From an optimization exercise on the open Yosys and OpenROAD flow, aimed at a short achievable clock period and few clock cycles per item; shortcuts taken in it are not production practice. Only simulation tests tie the RTL to the original design; equivalence was not proved. No activity file was given, so power comes from the tool's default toggle rates.

File: flow/design.v
package enbl_pkg;
	localparam int TIME_W      = 32;
	localparam int CNT_W       = 16;
	localparam int SECS_W      = 16;
	localparam int CFG_IDX_W   = 2;
	localparam int CFG_DATA_W  = 16;
	localparam int DRAIN_W     = 3;
	localparam int LOG_DEPTH_DEF = 8;
	localparam logic [SECS_W-1:0]  MIN_BACKOFF_S = 16'd30;
	localparam logic [TIME_W-1:0]  MS_PER_S      = 32'd1000;
	localparam logic [TIME_W-1:0]  DEBOUNCE_MS   = 32'd1000;
	localparam logic [TIME_W-1:0]  WRAP_LIMIT    = 32'd65536000;
	localparam logic [DRAIN_W-1:0] MAX_DRAIN     = 3'd7;
	localparam logic [CNT_W-1:0]   CNT_MAX       = 16'hFFFF;
	localparam logic [CFG_IDX_W-1:0] CFG_ENABLED         = 2'd0;
	localparam logic [CFG_IDX_W-1:0] CFG_RISING_EDGE     = 2'd1;
	localparam logic [CFG_IDX_W-1:0] CFG_BACKOFF_SECONDS = 2'd2;
	localparam logic RPT_STATUS = 1'b0;
	localparam logic RPT_ENTRY  = 1'b1;
	localparam logic [3:0] S_IDLE = 4'b0001;
	localparam logic [3:0] S_EVAL = 4'b0010;
	localparam logic [3:0] S_READ = 4'b0100;
	localparam logic [3:0] S_WAIT = 4'b1000;
endpackage
import enbl_pkg::*;
module edge_notify_backoff_logger #(
	parameter int LOG_DEPTH = LOG_DEPTH_DEF
) (
	input  logic                  clk,
	input  logic                  arst_n,
	input  logic                  tick_valid,
	output logic                  tick_ready,
	input  logic [TIME_W-1:0]     tick_time_ms,
	input  logic                  tick_pin_level,
	output logic                  report_valid,
	input  logic                  report_ready,
	output logic                  report_type,
	output logic                  report_push_request,
	output logic                  report_led_state,
	output logic                  report_backoff_ended,
	output logic [CNT_W-1:0]      report_suppressed_count,
	output logic [CNT_W-1:0]      report_overrun_total,
	output logic [TIME_W-1:0]     report_log_time,
	output logic                  report_last,
	input  logic                  cfg_we,
	input  logic [CFG_IDX_W-1:0]  cfg_index,
	input  logic [CFG_DATA_W-1:0] cfg_data
);
	localparam int IW = 3;
	localparam int BW = 1 + 1 + 1 + 1 + CNT_W + CNT_W + TIME_W + 1;
	function automatic logic [TIME_W-1:0] window_ms(input logic [SECS_W-1:0] secs);
		window_ms = TIME_W'((secs < MIN_BACKOFF_S) ? MIN_BACKOFF_S : secs) * MS_PER_S;
	endfunction
	function automatic logic [CNT_W-1:0] sat_inc(input logic [CNT_W-1:0] v);
		sat_inc = (v == CNT_MAX) ? v : v + 1'b1;
	endfunction
	logic              en_q;
	logic              rise_q;
	logic [TIME_W-1:0] win_q;
	logic              prev_q, primed_q, active_q, wp_q, wet_gt_q;
	logic [TIME_W-1:0] wet_q, deb_lim_q;
	logic [CNT_W-1:0]  supp_q, ovr_q;
	logic [IW-1:0]     wr_q, rd_q, cnt_q;
	logic [TIME_W-1:0] ring_q [8];
	logic              drain_q;
	logic [IW-1:0]     dptr_q, left_q;
	logic [CNT_W-1:0]  dovr_q;
	logic              rdy_q;
	logic [1:0]        fcnt_q;
	logic              fwp_q, frp_q;
	logic [TIME_W-1:0] ft_q [2];
	logic              fp_q [2];
	logic              acc, pop;
	logic [TIME_W-1:0] h_t;
	logic              h_p;
	assign tick_ready = rdy_q;
	assign acc = tick_valid && rdy_q;
	assign h_t = ft_q[frp_q];
	assign h_p = fp_q[frp_q];
	always_ff @(posedge clk) begin
		if (rdy_q) begin
			ft_q[fwp_q] <= tick_time_ms;
			fp_q[fwp_q] <= tick_pin_level;
		end
	end
	logic [1:0] fcnt_n;
	always_comb begin
		fcnt_n = fcnt_q + {1'b0, acc} - {1'b0, pop};
	end
	always_ff @(posedge clk or negedge arst_n) begin
		if (!arst_n) begin
			rdy_q  <= 1'b1;
			fcnt_q <= '0;
			fwp_q  <= 1'b0;
			frp_q  <= 1'b0;
		end else begin
			fcnt_q <= fcnt_n;
			rdy_q  <= (fcnt_n != 2'd2);
			if (acc) fwp_q <= !fwp_q;
			if (pop) frp_q <= !frp_q;
		end
	end
	logic              r_v;
	logic [TIME_W-1:0] r_t, r_sum, r_tp1k;
	logic              r_p, r_carry, r_le_win, r_lt_win, r_gt_deb, r_ge_wet;
	logic              e_go, produce, r_load;
	logic              hit, open_win, supp_hit, wrap_fix, log_we, full;
	logic              wp1, wp2, act_or, ge_end, ended, act_n, more;
	logic [CNT_W-1:0]  supp_n, ovr1;
	logic [IW-1:0]     cnt1, rd1;
	logic              o_v, s_v, o_load;
	logic [BW-1:0]     o_d, s_d, b_d;
	assign produce = (drain_q || r_v) && !s_v;
	assign e_go    = r_v && !drain_q && !s_v;
	assign r_load  = !r_v || e_go;
	assign pop     = (fcnt_q != 2'd0) && r_load;
	always_comb begin
		hit      = en_q && primed_q &&
			(rise_q ? (r_p && !prev_q) : (!r_p && prev_q));
		open_win = hit && !active_q;
		supp_hit = hit && active_q && r_gt_deb;
		wrap_fix = en_q && primed_q && !hit && r_lt_win && wet_gt_q;
		log_we   = open_win || supp_hit;
		wp1    = wp_q || (open_win && r_carry);
		wp2    = wp1 && !r_le_win;
		ge_end = open_win ? r_carry : (wrap_fix ? 1'b1 : r_ge_wet);
		act_or = active_q || open_win;
		ended  = act_or && !wp2 && ge_end;
		act_n  = act_or && !ended;
		if (open_win) begin
			supp_n = '0;
		end else if (supp_hit) begin
			supp_n = sat_inc(supp_q);
		end else begin
			supp_n = supp_q;
		end
		full = log_we && (cnt_q == 3'd7);
		cnt1 = (log_we && !full) ? cnt_q + 1'b1 : cnt_q;
		rd1  = full ? rd_q + 1'b1 : rd_q;
		ovr1 = full ? sat_inc(ovr_q) : ovr_q;
		more = ended && (cnt1 != '0);
	end
	logic [TIME_W:0] p_sum;
	logic            c_deb_old, c_deb_fwd, c_wet_old, c_wet_fwd;
	always_comb begin
		p_sum     = {1'b0, h_t} + {1'b0, win_q};
		c_deb_old = h_t > deb_lim_q;
		c_deb_fwd = h_t > r_tp1k;
		c_wet_old = h_t >= wet_q;
		c_wet_fwd = h_t >= r_sum;
	end
	always_ff @(posedge clk or negedge arst_n) begin
		if (!arst_n) begin
			r_v <= 1'b0;
		end else if (r_load) begin
			r_v <= (fcnt_q != 2'd0);
		end
	end
	always_ff @(posedge clk) begin
		if (r_load) begin
			r_t      <= h_t;
			r_p      <= h_p;
			r_sum    <= p_sum[TIME_W-1:0];
			r_carry  <= p_sum[TIME_W];
			r_tp1k   <= h_t + DEBOUNCE_MS;
			r_le_win <= h_t <= win_q;
			r_lt_win <= h_t < win_q;
			if (e_go) begin
				r_gt_deb <= hit ? c_deb_fwd : c_deb_old;
				r_ge_wet <= open_win ? c_wet_fwd : (wrap_fix ? 1'b1 : c_wet_old);
			end else begin
				r_gt_deb <= c_deb_old;
				r_ge_wet <= c_wet_old;
			end
		end
	end
	always_ff @(posedge clk or negedge arst_n) begin
		if (!arst_n) begin
			en_q      <= 1'b0;
			rise_q    <= 1'b1;
			win_q     <= window_ms(MIN_BACKOFF_S);
			prev_q    <= 1'b0;
			primed_q  <= 1'b0;
			active_q  <= 1'b0;
			wp_q      <= 1'b0;
			wet_q     <= '0;
			wet_gt_q  <= 1'b0;
			deb_lim_q <= DEBOUNCE_MS;
			supp_q    <= '0;
			ovr_q     <= '0;
			wr_q      <= '0;
			rd_q      <= '0;
			cnt_q     <= '0;
			drain_q   <= 1'b0;
			dptr_q    <= '0;
			left_q    <= '0;
			dovr_q    <= '0;
		end else begin
			if (e_go) begin
				if (en_q) begin
					primed_q <= 1'b1;
					prev_q   <= r_p;
				end
				if (hit) begin
					deb_lim_q <= r_tp1k;
				end
				if (open_win) begin
					wet_q    <= r_sum;
					wet_gt_q <= r_sum > WRAP_LIMIT;
				end else if (wrap_fix) begin
					wet_q    <= '0;
					wet_gt_q <= 1'b0;
				end
				wp_q     <= wp2;
				active_q <= act_n;
				supp_q   <= supp_n;
				if (ended) begin
					wr_q  <= '0;
					rd_q  <= '0;
					cnt_q <= '0;
					ovr_q <= '0;
				end else begin
					wr_q  <= log_we ? wr_q + 1'b1 : wr_q;
					rd_q  <= rd1;
					cnt_q <= cnt1;
					ovr_q <= ovr1;
				end
				if (more) begin
					drain_q <= 1'b1;
					dptr_q  <= rd1;
					left_q  <= cnt1;
					dovr_q  <= ovr1;
				end
			end else if (drain_q && !s_v) begin
				dptr_q <= dptr_q + 1'b1;
				left_q <= left_q - 1'b1;
				if (left_q == 3'd1) begin
					drain_q <= 1'b0;
				end
			end
			if (cfg_we) begin
				case (cfg_index)
					CFG_ENABLED: begin
						en_q     <= cfg_data[0];
						active_q <= 1'b0;
						wp_q     <= 1'b0;
						primed_q <= 1'b0;
					end
					CFG_RISING_EDGE: begin
						rise_q <= cfg_data[0];
					end
					CFG_BACKOFF_SECONDS: begin
						win_q <= window_ms(SECS_W'(cfg_data));
					end
					default: begin
					end
				endcase
			end
		end
	end
	always_ff @(posedge clk) begin
		for (int k = 0; k < 8; k++) begin
			if (e_go && log_we && (wr_q == IW'(k))) begin
				ring_q[k] <= r_t;
			end
		end
	end
	always_comb begin
		if (drain_q) begin
			b_d = {RPT_ENTRY, 1'b0, 1'b0, 1'b1, supp_q, dovr_q, ring_q[dptr_q], (left_q == 3'd1)};
		end else begin
			b_d = {RPT_STATUS, open_win, act_n, ended, supp_n, ovr1, {TIME_W{1'b0}}, !more};
		end
	end
	assign o_load = !o_v || report_ready;
	always_ff @(posedge clk or negedge arst_n) begin
		if (!arst_n) begin
			o_v <= 1'b0;
			s_v <= 1'b0;
		end else begin
			if (o_load) begin
				o_v <= s_v || produce;
			end
			if (s_v) begin
				s_v <= !o_load;
			end else begin
				s_v <= produce && !o_load;
			end
		end
	end
	always_ff @(posedge clk) begin
		if (!s_v) begin
			s_d <= b_d;
		end
		if (o_load) begin
			o_d <= s_v ? s_d : b_d;
		end
	end
	assign report_valid = o_v;
	assign {report_type, report_push_request, report_led_state, report_backoff_ended,
		report_suppressed_count, report_overrun_total, report_log_time, report_last} = o_d;
endmodule
File: flow/run.sh
#!/bin/bash
# synth_recipe.tcl (not shown) runs the flow's synth.tcl, then flattens the netlist and writes it again
# the make line also repeats each setting of config.mk as NAME=value (left out here)
make -C /OpenROAD-flow-scripts/flow DESIGN_CONFIG=/design/flow/config.mk WORK_HOME=/design/flow/orfs CLKGATE_MAP_FILE= SYNTH_SCRIPT=/design/flow/synth_recipe.tcl finish
File: flow/config.mk
export PLATFORM = sky130hd
export DESIGN_NAME = edge_notify_backoff_logger
export DESIGN_NICKNAME = edge_notify_backoff_logger
export VERILOG_FILES = /design/flow/design.v
export SDC_FILE = /design/flow/constraint.sdc
export NUM_CORES = 4
export LEC_CHECK = 0
export CAP_MARGIN = 20
export CORE_MARGIN = 2
export CORE_UTILIZATION = 40
export PLACE_DENSITY = 0.6
export SLEW_MARGIN = 20
File: flow/constraint.sdc
create_clock -name core_clock -period 8.0 [get_ports {clk}]
set_input_delay 1.6000 -clock core_clock [delete_from_list [all_inputs] [get_ports {clk}]]
set_output_delay 1.6000 -clock core_clock [all_outputs]
set_load 0.01 [all_outputs]
==> results of run 1 <==
==> path summary, 6_finish.rpt <==
kind                              to  cells past startpoint
max in group asynchronous  win_q[18]                      2
setup reg to reg           r_sum[28]                     12
setup / recovery           win_q[25]                     21
hold reg to reg               s_d[0]                      2
min in group asynchronous  supp_q[0]                      1
hold / removal                s_d[0]                      2
==> cells by family (layout without fill, tap and decap cells) <==
group                    Yosys count  in the layout
multiplexers                      93             93
AO/OA/AOI/OAI                    619            619
buffers and inverters            391            593
adder cells (fa/ha/maj)          312            312
AND/OR/NAND/NOR                  617            617
XOR/XNOR                          88             88
flip-flops                       722            722
other                              0              2
==> sequential cells by signal, summed over array words and instances (netlist names), 3 cells and up <==
signal,flops
ring_q,256
o_d,69
s_d,69
ft_q,64
deb_lim_q,32
r_tp1k,32
wet_q,32
r_sum,29
r_t,29
win_q,23
dovr_q,16
ovr_q,16
supp_q,16
cnt_q,3
dptr_q,3
left_q,3
rd_q,3
wr_q,3
==> synthesized netlist by cell type (26+ instances only) <==
cell type / number
dfrtp_1: 151
o21ai_0: 171
mux2_2: 66
nand4_1: 39
a21o_1: 56
mux2i_1: 27
a221oi_1: 38
a22o_1: 42
fa_1: 54
xor2_1: 26
inv_1: 289
a22oi_1: 27
nand3_1: 43
dfxtp_1: 69
a21oi_1: 103
xnor2_1: 62
clkbuf_1: 86
a222oi_1: 34
edfxtp_1: 487
nand2_1: 251
nor2_1: 132
ha_1: 258
==> cell type report <==
cell class | instances | area, µm²
sequential | 722 | 20200
multi-input combinational | 1729 | 13200
inverter | 290 | 1090
clock buffer | 107 | 2160
antenna | 2 | 5.00
fill | 7792 | 46500
timing repair buffer | 159 | 1530
clock inverter | 37 | 362
tap | 1155 | 1450
==> power breakdown <==
part / total [mW] / internal (mW) / switching [mW]
registers: 5.97 / 5.35 / 0.619
logic: 6.18 / 2.45 / 3.73
clock network: 3.53 / 2.09 / 1.44
==> worst register-to-register path, cell delays in order (launching register included) <==
cell and delay [ps]:
dfrtp_2 680, mux2i_1 460, inv_1 330, ha_1 450
inv_1 60, a221oi_1 490, o21bai_1 180, o41ai_1 600
o21ai_1 340, a211o_1 350, o21ai_1 300, nor2_1 110
xnor2_1 180
==> stage by stage <==
stage	instances	util [%]	setup slack, ps	instance area [µm²]
floorplan	2842	-	1150	34800
global route	4201	46.2	291	40000
CTS	4199	46.2	720	40000
global placement	4054	43.3	153	37400
finish	4201	46.2	769	40000
detailed placement	4055	43.3	58.7	37400
==> metal layers <==
| layer | wire length [µm] | track usage (%) |
|---|---|---|
| met5 | 11 | 0 |
| met4 | 1850 | 5.44 |
| met3 | 3500 | 2.30 |
| met2 | 39400 | 31.3 |
| met1 | 34400 | 22.5 |
==> impl_metrics.py, run 1 <==
metrics = {
    "setup_path": {
        "cp-end-kind": "flop",
        "worst-path-buf-inv": 4,
        "startpoint_type": "primary input",
        "ff2ff_setup_slack_ps": 3200,
        "cp_common_cell": "fa_1",
        "reg2reg_from": "frp_q",
        "startpoint": "cfg_data[14]",
        "path_max_fanout": 7,
        "crit_chain": "clkdlybuf4s50_1, inv_1, ha_1, nor4b_1, nand4_1, and2_1, fa_1, fa_1, inv_1, fa_1, fa_1, inv_1, ha_1, a2111oi_0, o21ai_0, a41oi_1, o22ai_1, or3_1, a21oi_1, nor2_1, a211o_1",
        "critical_path.slowest_cell": "fa_1",
        "max_stage_delay_ps": 560,
        "worstSetupPathType": "primary input to flop",
        "worstPathArrival_ps": 7720,
        "cp.required_ps": 8490,
        "critPathTopFamily": "adder cells",
    },
    "floorplan": {
        "fp.dieH_um": 299,
        "design.core.area_mm2": 0.0865,
        "start_util_pct": 40.2,
        "io_pins": 127,
        "core.rowCount": 108,
        "die_w_um": 299,
        "die-area_mm2": 0.0894,
    },
    "worst_hold_path": {
        "min_from": "s_d[0]",
        "hold_class": "flop to flop",
    },
    "logic_synthesis": {
        "ys_ff_latch": 722,
        "ys_async_sr_fraction_pct": 23.0,
        "synth_mux_area_share_pct": 2.91,
        "synthXorXnorAreaFrac_pct": 2.21,
        "synth_fa_ha_area_share_pct": 12.4,
        "synth_top_family_by_area": "adder cells",
        "syn-num-nets": 3210,
        "synth_top_area_share_pct": 42.0,
        "synth.avg_cell_area_um2": 12.2,
        "syn_area_mm2": 0.0348,
        "synth-simple-area-share_pct": 8.23,
        "synth_compound_area_share_pct": 12.0,
        "netlist_instances": 2842,
        "synth_top_flop_cell": "edfxtp_1",
        "synth_area_leaders": "edfxtp_1 42%, dfrtp_1 11%, ha_1 9.3%",
        "synth_cell_types": 75,
        "synth_top_area_cell": "edfxtp_1",
        "synth-seq-area-share_pct": 58.0,
        "ys_warn_count": 2,
        "synth_edf_count": 487,
    },
    "final_layout": {
        "layout_commonest_cell": "edfxtp_1",
        "fin_nets": 3348,
        "area_growth_pct": 14.9,
        "drive_gt1_share_pct": 8.48,
        "layout_common_cells": "487 x edfxtp_1, 289 x inv_1, 256 x ha_1",
    },
    "sta": {
        "min_period_ps": 7230,
        "grt_setup_unrepaired": "false",
        "worst_pin_slew_ps": 1070,
        "finalHoldViolCount": 0,
        "hold_ws_ps": 446,
        "tns_ps": 0,
        "slew_headroom_pct": 28.6,
        "fin_skew_ps": 19.0,
        "drv_slew": 0,
        "finalSetupViolations": 0,
        "period_share_pct": 90.4,
        "max_freq_mhz": 138,
    },
    "global_route": {
        "grt.total_usage_pct": 17.7,
        "antenna_found_initial": 3,
        "grt_max_degree": 75,
        "grt_pass1_vias": 22900,
        "overflow": 0,
        "grt_pass1_wl_mm": 126,
    },
    "routing": {
        "drc": 0,
        "dr.first_iter.drc_count": 1616,
        "final_antenna_net_count": 0,
        "dr.pass1.iters": 6,
        "wl_per_cell_um": 18.8,
        "vias_per_cell": 5.27,
        "vias": 22200,
        "drt_wl_total_mm": 79.1,
    },
    "placement": {
        "gp_congestion": 0.907,
        "place_hpwl_mm": 54.3,
        "portBuffers": 126,
    },
    "clock_tree": {
        "cts_hold_buf": 0,
        "cts_root_buffer": "clkbuf_16",
        "cts_resized": 0,
        "cts_made_buffers": 78,
        "clk_latency_ps": 610,
        "clock_sinks": 722,
        "clk_pin_slew_ps": 50,
        "postCtsSetupBuffers": 0,
        "htreeDepth": 3,
        "clockBufferDepth": 3,
        "cts_tree": "built",
    },
    "job": {
        "drv_cap": 0,
    },
    "power_and_ir_drop": {
        "p_leak_nw": 15.9,
        "p_total_mw": 15.7,
        "peakVddDrop_mv": 0.187,
        "p_per_area_mw_per_mm2": 392,
    },
    "outcome": {
        "status": "no timing/DRC/antenna violations",
    },
}
Testbench counts, summed over its fixed seeds: cycles 5,983, ticks 4,800.
==> inputs of run 2 (changes only) <==
--- a/flow/design.v
+++ b/flow/design.v
@@ -57,6 +57,10 @@
 	logic              en_q;
 	logic              rise_q;
 	logic [TIME_W-1:0] win_q;
+	logic [SECS_W-1:0] secs_q;
+	logic                  cw_q;
+	logic [CFG_IDX_W-1:0]  ci_q;
+	logic [CFG_DATA_W-1:0] cd_q;
 	logic              prev_q, primed_q, active_q, wp_q, wet_gt_q;
 	logic [TIME_W-1:0] wet_q, deb_lim_q;
 	logic [CNT_W-1:0]  supp_q, ovr_q;
@@ -65,44 +69,46 @@
 	logic              drain_q;
 	logic [IW-1:0]     dptr_q, left_q;
 	logic [CNT_W-1:0]  dovr_q;
-	logic              rdy_q;
-	logic [1:0]        fcnt_q;
-	logic              fwp_q, frp_q;
-	logic [TIME_W-1:0] ft_q [2];
-	logic              fp_q [2];
+	logic              rdy_q, hv_q, sv_q;
+	logic [TIME_W-1:0] h_t, s2_t;
+	logic              h_p, s2_p;
 	logic              acc, pop;
-	logic [TIME_W-1:0] h_t;
-	logic              h_p;
 	assign tick_ready = rdy_q;
 	assign acc = tick_valid && rdy_q;
-	assign h_t = ft_q[frp_q];
-	assign h_p = fp_q[frp_q];
 	always_ff @(posedge clk) begin
-		if (rdy_q) begin
-			ft_q[fwp_q] <= tick_time_ms;
-			fp_q[fwp_q] <= tick_pin_level;
+		if (!sv_q) begin
+			s2_t <= tick_time_ms;
+			s2_p <= tick_pin_level;
+		end
+		if (!hv_q || pop) begin
+			h_t <= sv_q ? s2_t : tick_time_ms;
+			h_p <= sv_q ? s2_p : tick_pin_level;
 		end
 	end
-	logic [1:0] fcnt_n;
+	logic sv_n;
 	always_comb begin
-		fcnt_n = fcnt_q + {1'b0, acc} - {1'b0, pop};
+		if (sv_q) begin
+			sv_n = !pop;
+		end else begin
+			sv_n = acc && hv_q && !pop;
+		end
 	end
 	always_ff @(posedge clk or negedge arst_n) begin
 		if (!arst_n) begin
-			rdy_q  <= 1'b1;
-			fcnt_q <= '0;
-			fwp_q  <= 1'b0;
-			frp_q  <= 1'b0;
+			rdy_q <= 1'b1;
+			hv_q  <= 1'b0;
+			sv_q  <= 1'b0;
 		end else begin
-			fcnt_q <= fcnt_n;
-			rdy_q  <= (fcnt_n != 2'd2);
-			if (acc) fwp_q <= !fwp_q;
-			if (pop) frp_q <= !frp_q;
+			sv_q  <= sv_n;
+			rdy_q <= !sv_n;
+			if (!hv_q || pop) begin
+				hv_q <= sv_q || acc;
+			end
 		end
 	end
 	logic              r_v;
 	logic [TIME_W-1:0] r_t, r_sum, r_tp1k;
-	logic              r_p, r_carry, r_le_win, r_lt_win, r_gt_deb, r_ge_wet;
+	logic              r_hit, r_p, r_carry, r_le_win, r_lt_win, r_gt_deb, r_ge_wet;
 	logic              e_go, produce, r_load;
 	logic              hit, open_win, supp_hit, wrap_fix, log_we, full;
 	logic              wp1, wp2, act_or, ge_end, ended, act_n, more;
@@ -113,10 +119,9 @@
 	assign produce = (drain_q || r_v) && !s_v;
 	assign e_go    = r_v && !drain_q && !s_v;
 	assign r_load  = !r_v || e_go;
-	assign pop     = (fcnt_q != 2'd0) && r_load;
+	assign pop     = hv_q && r_load;
 	always_comb begin
-		hit      = en_q && primed_q &&
-			(rise_q ? (r_p && !prev_q) : (!r_p && prev_q));
+		hit      = r_hit;
 		open_win = hit && !active_q;
 		supp_hit = hit && active_q && r_gt_deb;
 		wrap_fix = en_q && primed_q && !hit && r_lt_win && wet_gt_q;
@@ -142,7 +147,10 @@
 	end
 	logic [TIME_W:0] p_sum;
 	logic            c_deb_old, c_deb_fwd, c_wet_old, c_wet_fwd;
+	logic            f_prev, f_primed;
 	always_comb begin
+		f_prev    = (e_go && en_q) ? r_p : prev_q;
+		f_primed  = (e_go && en_q) ? 1'b1 : primed_q;
 		p_sum     = {1'b0, h_t} + {1'b0, win_q};
 		c_deb_old = h_t > deb_lim_q;
 		c_deb_fwd = h_t > r_tp1k;
@@ -153,13 +161,15 @@
 		if (!arst_n) begin
 			r_v <= 1'b0;
 		end else if (r_load) begin
-			r_v <= (fcnt_q != 2'd0);
+			r_v <= hv_q;
 		end
 	end
 	always_ff @(posedge clk) begin
 		if (r_load) begin
 			r_t      <= h_t;
 			r_p      <= h_p;
+			r_hit    <= en_q && f_primed &&
+				(rise_q ? (h_p && !f_prev) : (!h_p && f_prev));
 			r_sum    <= p_sum[TIME_W-1:0];
 			r_carry  <= p_sum[TIME_W];
 			r_tp1k   <= h_t + DEBOUNCE_MS;
@@ -179,6 +189,7 @@
 			en_q      <= 1'b0;
 			rise_q    <= 1'b1;
 			win_q     <= window_ms(MIN_BACKOFF_S);
+			secs_q    <= MIN_BACKOFF_S;
 			prev_q    <= 1'b0;
 			primed_q  <= 1'b0;
 			active_q  <= 1'b0;
@@ -238,19 +249,20 @@
 					drain_q <= 1'b0;
 				end
 			end
-			if (cfg_we) begin
-				case (cfg_index)
+			win_q <= TIME_W'(secs_q) * MS_PER_S;
+			if (cw_q) begin
+				case (ci_q)
 					CFG_ENABLED: begin
-						en_q     <= cfg_data[0];
+						en_q     <= cd_q[0];
 						active_q <= 1'b0;
 						wp_q     <= 1'b0;
 						primed_q <= 1'b0;
 					end
 					CFG_RISING_EDGE: begin
-						rise_q <= cfg_data[0];
+						rise_q <= cd_q[0];
 					end
 					CFG_BACKOFF_SECONDS: begin
-						win_q <= window_ms(SECS_W'(cfg_data));
+						secs_q <= (cd_q < MIN_BACKOFF_S) ? MIN_BACKOFF_S : cd_q;
 					end
 					default: begin
 					end
@@ -258,6 +270,17 @@
 			end
 		end
 	end
+	always_ff @(posedge clk or negedge arst_n) begin
+		if (!arst_n) begin
+			cw_q <= 1'b0;
+		end else begin
+			cw_q <= cfg_we;
+		end
+	end
+	always_ff @(posedge clk) begin
+		ci_q <= cfg_index;
+		cd_q <= cfg_data;
+	end
 	always_ff @(posedge clk) begin
 		for (int k = 0; k < 8; k++) begin
 			if (e_go && log_we && (wr_q == IW'(k))) begin
--- a/flow/config.mk
+++ b/flow/config.mk
@@ -9,4 +9,5 @@
 export CORE_MARGIN = 2
 export CORE_UTILIZATION = 40
 export PLACE_DENSITY = 0.6
+export SETUP_SLACK_MARGIN = 5
 export SLEW_MARGIN = 20
==> impl_metrics.py, run 2 <==
metrics = {
    "power_and_ir_drop": {
        "combPwrFrac_pct": 46.2,
        "p_switching_mw": 7.48,
        "p_leak_nw": 16.5,
        "p_seq_share_pct": 33.3,
        "clockPowerShare_pct": 20.6,
        "p_int_mw": 12.1,
        "swShare_pct": 38.3,
        "p_per_area_mw_per_mm2": 473,
        "peakVddDrop_mv": 0.373,
    },
    "routing": {
        "drc": 0,
        "wl_per_cell_um": 19.0,
        "drt_wl_total_mm": 80.1,
        "vias": 22400,
        "dr.pass1.iters": 5,
        "dr.first_iter.drc_count": 1630,
        "vias_per_cell": 5.30,
        "final_antenna_net_count": 0,
    },
    "global_route": {
        "grt_pass1_vias": 23700,
        "antenna_found_initial": 1,
        "grt_pass1_wl_mm": 128,
        "grt.total_usage_pct": 17.9,
        "overflow": 0,
        "grt_max_degree": 93,
    },
    "final_layout": {
        "antenna_cells": 0,
        "layout_common_cells": "455 x edfxtp_1, 245 x inv_1, 232 x nand2_1",
        "layout_commonest_cell": "edfxtp_1",
        "regMostFlops": "ring_q",
        "largestRegisters": "ring_q: 256 flops, o_d: 69 flops, s_d: 69 flops",
        "finish.instance_area_mm2": 0.0413,
        "largest_reg_flops": 256,
        "area_growth_pct": 18.7,
        "fin_nets": 3344,
        "drive_gt1_share_pct": 13.7,
    },
    "sta": {
        "finalSetupViolations": 0,
        "period_share_pct": 57.3,
        "finalHoldViolCount": 0,
        "slew_headroom_pct": 31.9,
        "tns_ps": 0,
        "max_freq_mhz": 218,
        "min_period_ps": 4590,
        "grt_setup_unrepaired": "true",
        "fin_skew_ps": 48.6,
        "drv_slew": 0,
        "worst_pin_slew_ps": 1020,
    },
    "logic_synthesis": {
        "synth_edf_count": 455,
        "synth_cell_types": 86,
        "synth.avg_cell_area_um2": 12.5,
        "ys_warn_count": 2,
        "netlist_instances": 2792,
        "syn-num-nets": 3147,
        "ys_ff_latch": 756,
        "synth_top_cells_by_count": "455 x edfxtp_1, 260 x inv_1, 244 x ha_1",
        "synth_top_area_cell": "edfxtp_1",
        "synth_top_flop_cell": "edfxtp_1",
        "synth_most_common_cell": "edfxtp_1",
        "ys_async_sr_fraction_pct": 23.9,
        "synth_area_leaders": "edfxtp_1 39%, dfrtp_1 12%, ha_1 8.8%",
        "synth_top_area_share_pct": 39.2,
        "synth-seq-area-share_pct": 59.2,
        "syn_area_mm2": 0.0348,
    },
    "clock_tree": {
        "htreeDepth": 3,
        "clock_sinks": 756,
        "clk_pin_slew_ps": 50,
        "clockBufferDepth": 3,
        "cts_root_buffer": "clkbuf_16",
        "cts_made_buffers": 84,
        "cts_tree": "built",
        "clk_latency_ps": 650,
    },
    "floorplan": {
        "io_pins": 127,
        "fp.dieH_um": 299,
        "design.core.area_mm2": 0.0865,
        "core.rowCount": 108,
        "start_util_pct": 40.3,
        "die-area_mm2": 0.0894,
        "die_w_um": 299,
    },
    "worst_hold_path": {
        "whs_path_depth": 2,
        "hold_class": "flop to flop",
    },
    "setup_path": {
        "path_max_fanout": 3,
        "startpoint_type": "flop",
        "cp-end-kind": "flop",
        "reg2reg_depth": 16,
        "worstSetupPathType": "flop to flop",
        "worstPathArrival_ps": 5130,
        "cp.required_ps": 8550,
        "ff2ff_setup_slack_ps": 3410,
    },
    "placement": {
        "place_hpwl_mm": 51.9,
        "portBuffers": 126,
        "gp_congestion": 0.849,
        "placed_cell_area_mm2": 0.0374,
    },
    "outcome": {
        "status": "no timing/DRC/antenna violations",
    },
    "job": {
        "drv_cap": 0,
    },
}
-- run 2: cell count changes after synthesis, sizes merged, moves of 14 or more --
| cell | delta |
|---|---|
| inv | -25 |
| nand2 | -14 |
| dfxtp | +51 |
| ha | -14 |
| o211ai | +67 |
| o21ai | +14 |
| mux2 | -14 |
| nor2 | -47 |
| edfxtp | -32 |
-- run 2: power by group through the flow --
stage                     Clock [mW]  Combinational [mW]  Sequential, mW
after detailed placement           0                7.39            6.71
after CTS                       4.13                8.37            6.55
after global placement             0                7.11            6.66
after global routing            4.29                10.1            6.64
final                           4.02                9.02            6.50
after floorplan                    0                5.64            6.26
-- run 2: final timing paths --
path,from,end
setup / recovery,secs_q[2],win_q[24]
hold / removal,cd_q[12],secs_q[12]
setup reg to reg,secs_q[2],win_q[24]
hold reg to reg,cd_q[12],secs_q[12]
max in group asynchronous,arst_n,wet_q[1]
min in group asynchronous,arst_n,supp_q[4]
-- run 2: cells by family after synthesis --
family | after synthesis | synth area share (%)
multiplexers | 69 | 2.17
adder cells (fa/ha/maj) | 299 | 11.9
flip-flops | 756 | 59.2
AO/OA/AOI/OAI | 654 | 12.8
buffers and inverters | 370 | 4.01
AND/OR/NAND/NOR | 559 | 7.72
XOR/XNOR | 85 | 2.16
-- run 2: routing by layer --
metal | share of wire (%) | vias to the layer above | track usage (%)
met5 | 0 | - | 0
met4 | 2.4 | 0 | 5.68
met3 | 4.5 | 122 | 2.91
met2 | 50 | 538 | 31.4
met1 | 43 | 11100 | 22.5
li1 | - | 10600 | -
-- run 2: cell type report --
cell class,instances,area (µm²)
clock inverter,44,649
inverter,264,1000
timing repair buffer,215,1960
tap,1155,1450
fill,7585,45100
clock buffer,114,2310
sequential,756,20600
multi-input combinational,1668,13300
-- run 2: per-stage QoR --
step | util [%] | cells | total power [mW] | setup slack [ps] | hold slack (ps)
after floorplan | - | 2792 | 11.9 | 3600 | 387
after global placement | 43.3 | 3992 | 13.8 | 3360 | 398
after detailed placement | 43.3 | 3992 | 14.1 | 3270 | 402
after CTS | 47.3 | 4190 | 19.0 | 3420 | 447
after global routing | 47.8 | 4216 | 21.0 | 3220 | 469
final | 47.8 | 4216 | 19.5 | 3410 | 444
-- run 2: timing repair --
action,in CTS,in global routing
buffers inserted,39,25
endpoints found under the setup margin,461,338
hold buffers,0,0
pin swaps,30,46
gates resized for setup,139,44
gates cloned,1,1
-- run 2: critical path: stages (launching register included) --
cell      delay, ps
dfstp_2         570
inv_2            50
fa_1            550
fa_1            420
fa_1            460
fa_1            500
inv_2            50
ha_4            210
a21o_1          200
a31oi_4         210
o31ai_4         100
a21oi_2         160
o211ai_1        140
a221o_1         400
a41o_1          210
a21oi_2         140
xnor2_1         140
Testbench counts of run 2, summed over its fixed seeds: cycles 5,983, ticks 4,800.
==> inputs of run 3 (changes only) <==
--- a/flow/config.mk
+++ b/flow/config.mk
@@ -5,6 +5,7 @@
 export SDC_FILE = /design/flow/constraint.sdc
 export NUM_CORES = 4
 export LEC_CHECK = 0
+export ABC_CLOCK_PERIOD_IN_PS = 2500
 export CAP_MARGIN = 20
 export CORE_MARGIN = 2
 export CORE_UTILIZATION = 40
==> impl_metrics.py, run 3 <==
metrics = {
    "final_layout": {
        "drive_gt1_share_pct": 13.7,
        "regMostFlops": "ring_q",
        "num-fill-cells": 7585,
        "largestRegisters": "ring_q: 256 flops, o_d: 69 flops, s_d: 69 flops",
        "layout_common_cells": "455 x edfxtp_1, 245 x inv_1, 232 x nand2_1",
        "fin_nets": 3344,
        "finish.instance_area_mm2": 0.0413,
        "antenna_cells": 0,
        "area_growth_pct": 18.7,
        "final_core_util_pct": 47.8,
        "largest_reg_flops": 256,
        "layout_commonest_cell": "edfxtp_1",
    },
    "setup_path": {
        "worstSetupPathType": "flop to flop",
        "startpoint_type": "flop",
        "worstPathArrival_ps": 5130,
        "cp.required_ps": 8550,
        "path_max_fanout": 3,
        "cp-end-kind": "flop",
    },
    "floorplan": {
        "start_util_pct": 40.3,
        "die-area_mm2": 0.0894,
        "core.rowCount": 108,
        "design.core.area_mm2": 0.0865,
        "die_w_um": 299,
        "fp.dieH_um": 299,
        "io_pins": 127,
    },
    "placement": {
        "place_hpwl_mm": 51.9,
        "gp_congestion": 0.849,
        "portBuffers": 126,
        "placed_cell_area_mm2": 0.0374,
        "place_ws_ps": 3270,
    },
    "logic_synthesis": {
        "synth_top_cells_by_count": "455 x edfxtp_1, 260 x inv_1, 244 x ha_1",
        "syn-num-nets": 3147,
        "synth_cell_types": 86,
        "synth.avg_cell_area_um2": 12.5,
        "syn_area_mm2": 0.0348,
        "ys_ff_latch": 756,
        "synth_area_leaders": "edfxtp_1 39%, dfrtp_1 12%, ha_1 8.8%",
        "ys_warn_count": 2,
        "ys_async_sr_fraction_pct": 23.9,
        "synth_top_area_share_pct": 39.2,
        "synth_top_area_cell": "edfxtp_1",
        "synth_edf_count": 455,
        "synth_most_common_cell": "edfxtp_1",
        "synth_top_flop_cell": "edfxtp_1",
        "netlist_instances": 2792,
        "synth-seq-area-share_pct": 59.2,
    },
    "power_and_ir_drop": {
        "p_leak_nw": 16.5,
        "peakVddDrop_mv": 0.373,
        "p_per_area_mw_per_mm2": 473,
        "p_total_mw": 19.5,
    },
    "outcome": {
        "status": "no timing/DRC/antenna violations",
    },
    "global_route": {
        "grt_pass1_vias": 23700,
        "grt.total_usage_pct": 17.9,
        "overflow": 0,
        "antenna_found_initial": 1,
        "grt_max_degree": 93,
        "grt_pass1_wl_mm": 128,
    },
    "routing": {
        "dr.pass1.iters": 5,
        "drc": 0,
        "vias": 22400,
        "vias_per_cell": 5.30,
        "dr.first_iter.drc_count": 1630,
        "wl_per_cell_um": 19.0,
        "drt_wl_total_mm": 80.1,
        "final_antenna_net_count": 0,
    },
    "sta": {
        "worst_pin_slew_ps": 1020,
        "setup_ws_ps": 3410,
        "max_freq_mhz": 218,
        "drv_slew": 0,
        "period_share_pct": 57.3,
        "finalSetupViolations": 0,
        "fin_skew_ps": 48.6,
        "min_period_ps": 4590,
        "finalHoldViolCount": 0,
        "grt_setup_unrepaired": "true",
        "slew_headroom_pct": 31.9,
        "tns_ps": 0,
    },
    "clock_tree": {
        "htreeDepth": 3,
        "clock_sinks": 756,
        "clk_latency_ps": 650,
        "clockBufferDepth": 3,
        "cts_tree": "built",
        "clk_pin_slew_ps": 50,
        "cts_hold_buf": 0,
        "cts_root_buffer": "clkbuf_16",
        "cts_made_buffers": 84,
    },
    "job": {
        "drv_cap": 0,
    },
    "worst_hold_path": {
        "hold_class": "flop to flop",
    },
}
[run 3: cell counts in the layout (fill, tap and decap cells not counted)]
Identical to the previous run, type by type.
[run 3: path summary, 6_finish.rpt]
check | from | endpoint | slack, ps | cells past startpoint
setup / recovery | secs_q[2] | win_q[24] | 3410 | 16
hold / removal | cd_q[12] | secs_q[12] | 440 | 2
setup reg to reg | secs_q[2] | win_q[24] | 3410 | 16
hold reg to reg | cd_q[12] | secs_q[12] | 440 | 2
max in group asynchronous | arst_n | wet_q[1] | 5650 | 2
min in group asynchronous | arst_n | supp_q[4] | 1000 | 1
[run 3: metal layers]
metal	up-vias	share of wire, %	global-route usage, %
met5	-	0	0
met4	0	2.4	5.68
met3	122	4.5	2.91
met2	538	50	31.4
met1	11100	43	22.5
li1	10600	-	-
[run 3: per-stage QoR]
step	std cells	hold WS, ps
finish	4216	444
detailed placement	3992	402
floorplan	2792	387
global route	4216	469
CTS	4190	447
global placement	3992	398
[run 3: where the power goes]
part / internal, mW / switching (mW) / leakage [nW]
sequential: 5.63 / 0.868 / 7.59
clock: 2.42 / 1.60 / 1.44
combinational: 4.01 / 5.01 / 7.45
[run 3: kinds of logic (layout without fill, tap and decap cells)]
| group | Yosys count | after routing | synth area share [%] |
|---|---|---|---|
| simple gates | 559 | 561 | 7.72 |
| buf+inv | 370 | 637 | 4.01 |
| mux | 69 | 69 | 2.17 |
| flops | 756 | 756 | 59.2 |
| fa+ha+maj | 299 | 299 | 11.9 |
| compound gates | 654 | 654 | 12.8 |
| xor+xnor | 85 | 85 | 2.16 |
[run 3: worst max-delay path, cell delays in order, from the launching register on]
cell	delay (ps)
dfstp_2	570
inv_2	50
fa_1	550
fa_1	420
fa_1	460
fa_1	500
inv_2	50
ha_4	210
a21o_1	200
a31oi_4	210
o31ai_4	100
a21oi_2	160
o211ai_1	140
a221o_1	400
a41o_1	210
a21oi_2	140
xnor2_1	140
[run 3: timing repair]
item / in CTS / in global routing
setup endpoints to repair: 461 / 338
cloned: 1 / 1
buffers inserted: 39 / 25
pin swaps: 30 / 46
gates resized for setup: 139 / 44
[run 3: layout make-up]
type	count	area [µm²]	share of cell area, %
repair buffers	215	1960	4.74
clock inverters	44	649	1.57
multi-input cells	1668	13300	32.3
well taps	1155	1450	3.50
flip-flops and latches	756	20600	49.9
inverters	264	1000	2.42
clock buffers	114	2310	5.58

[static timing again, ports no longer ideal]
How much do the figures lean on ideal ports? The routed layouts below were timed once more, with nothing changed but the port constraints. Step 1, drivers: a clkbuf_16 drives clk and a buf_2 each remaining input, both assumed. Step 2 times the ports against the registers' clock, not the clock port: input delays grow and output delays shrink by t, the midpoint of the rising clock arrivals with the driver on. Slacks: ideal / step 1 / step 2; pairs: ideal / step 1.
run	t (ns)	setup slack, ns	hold slack, ns	worst data-port slew with drivers (ns)
run 1	0.671	0.769 / 0.819 / 0.148	0.446 / 0.446 / 0.446	0.09
run 2	0.690	3.413 / 3.413 / 3.413	0.444 / 0.444 / 0.444	0.06
run 3	0.690	3.413 / 3.413 / 3.413	0.444 / 0.444 / 0.444	0.06
After both steps setup and hold are still met in every run listed. For run 1, which loses most, drivers alone change the setup slack by +0.050 ns; drivers and shift together by -0.621 ns.
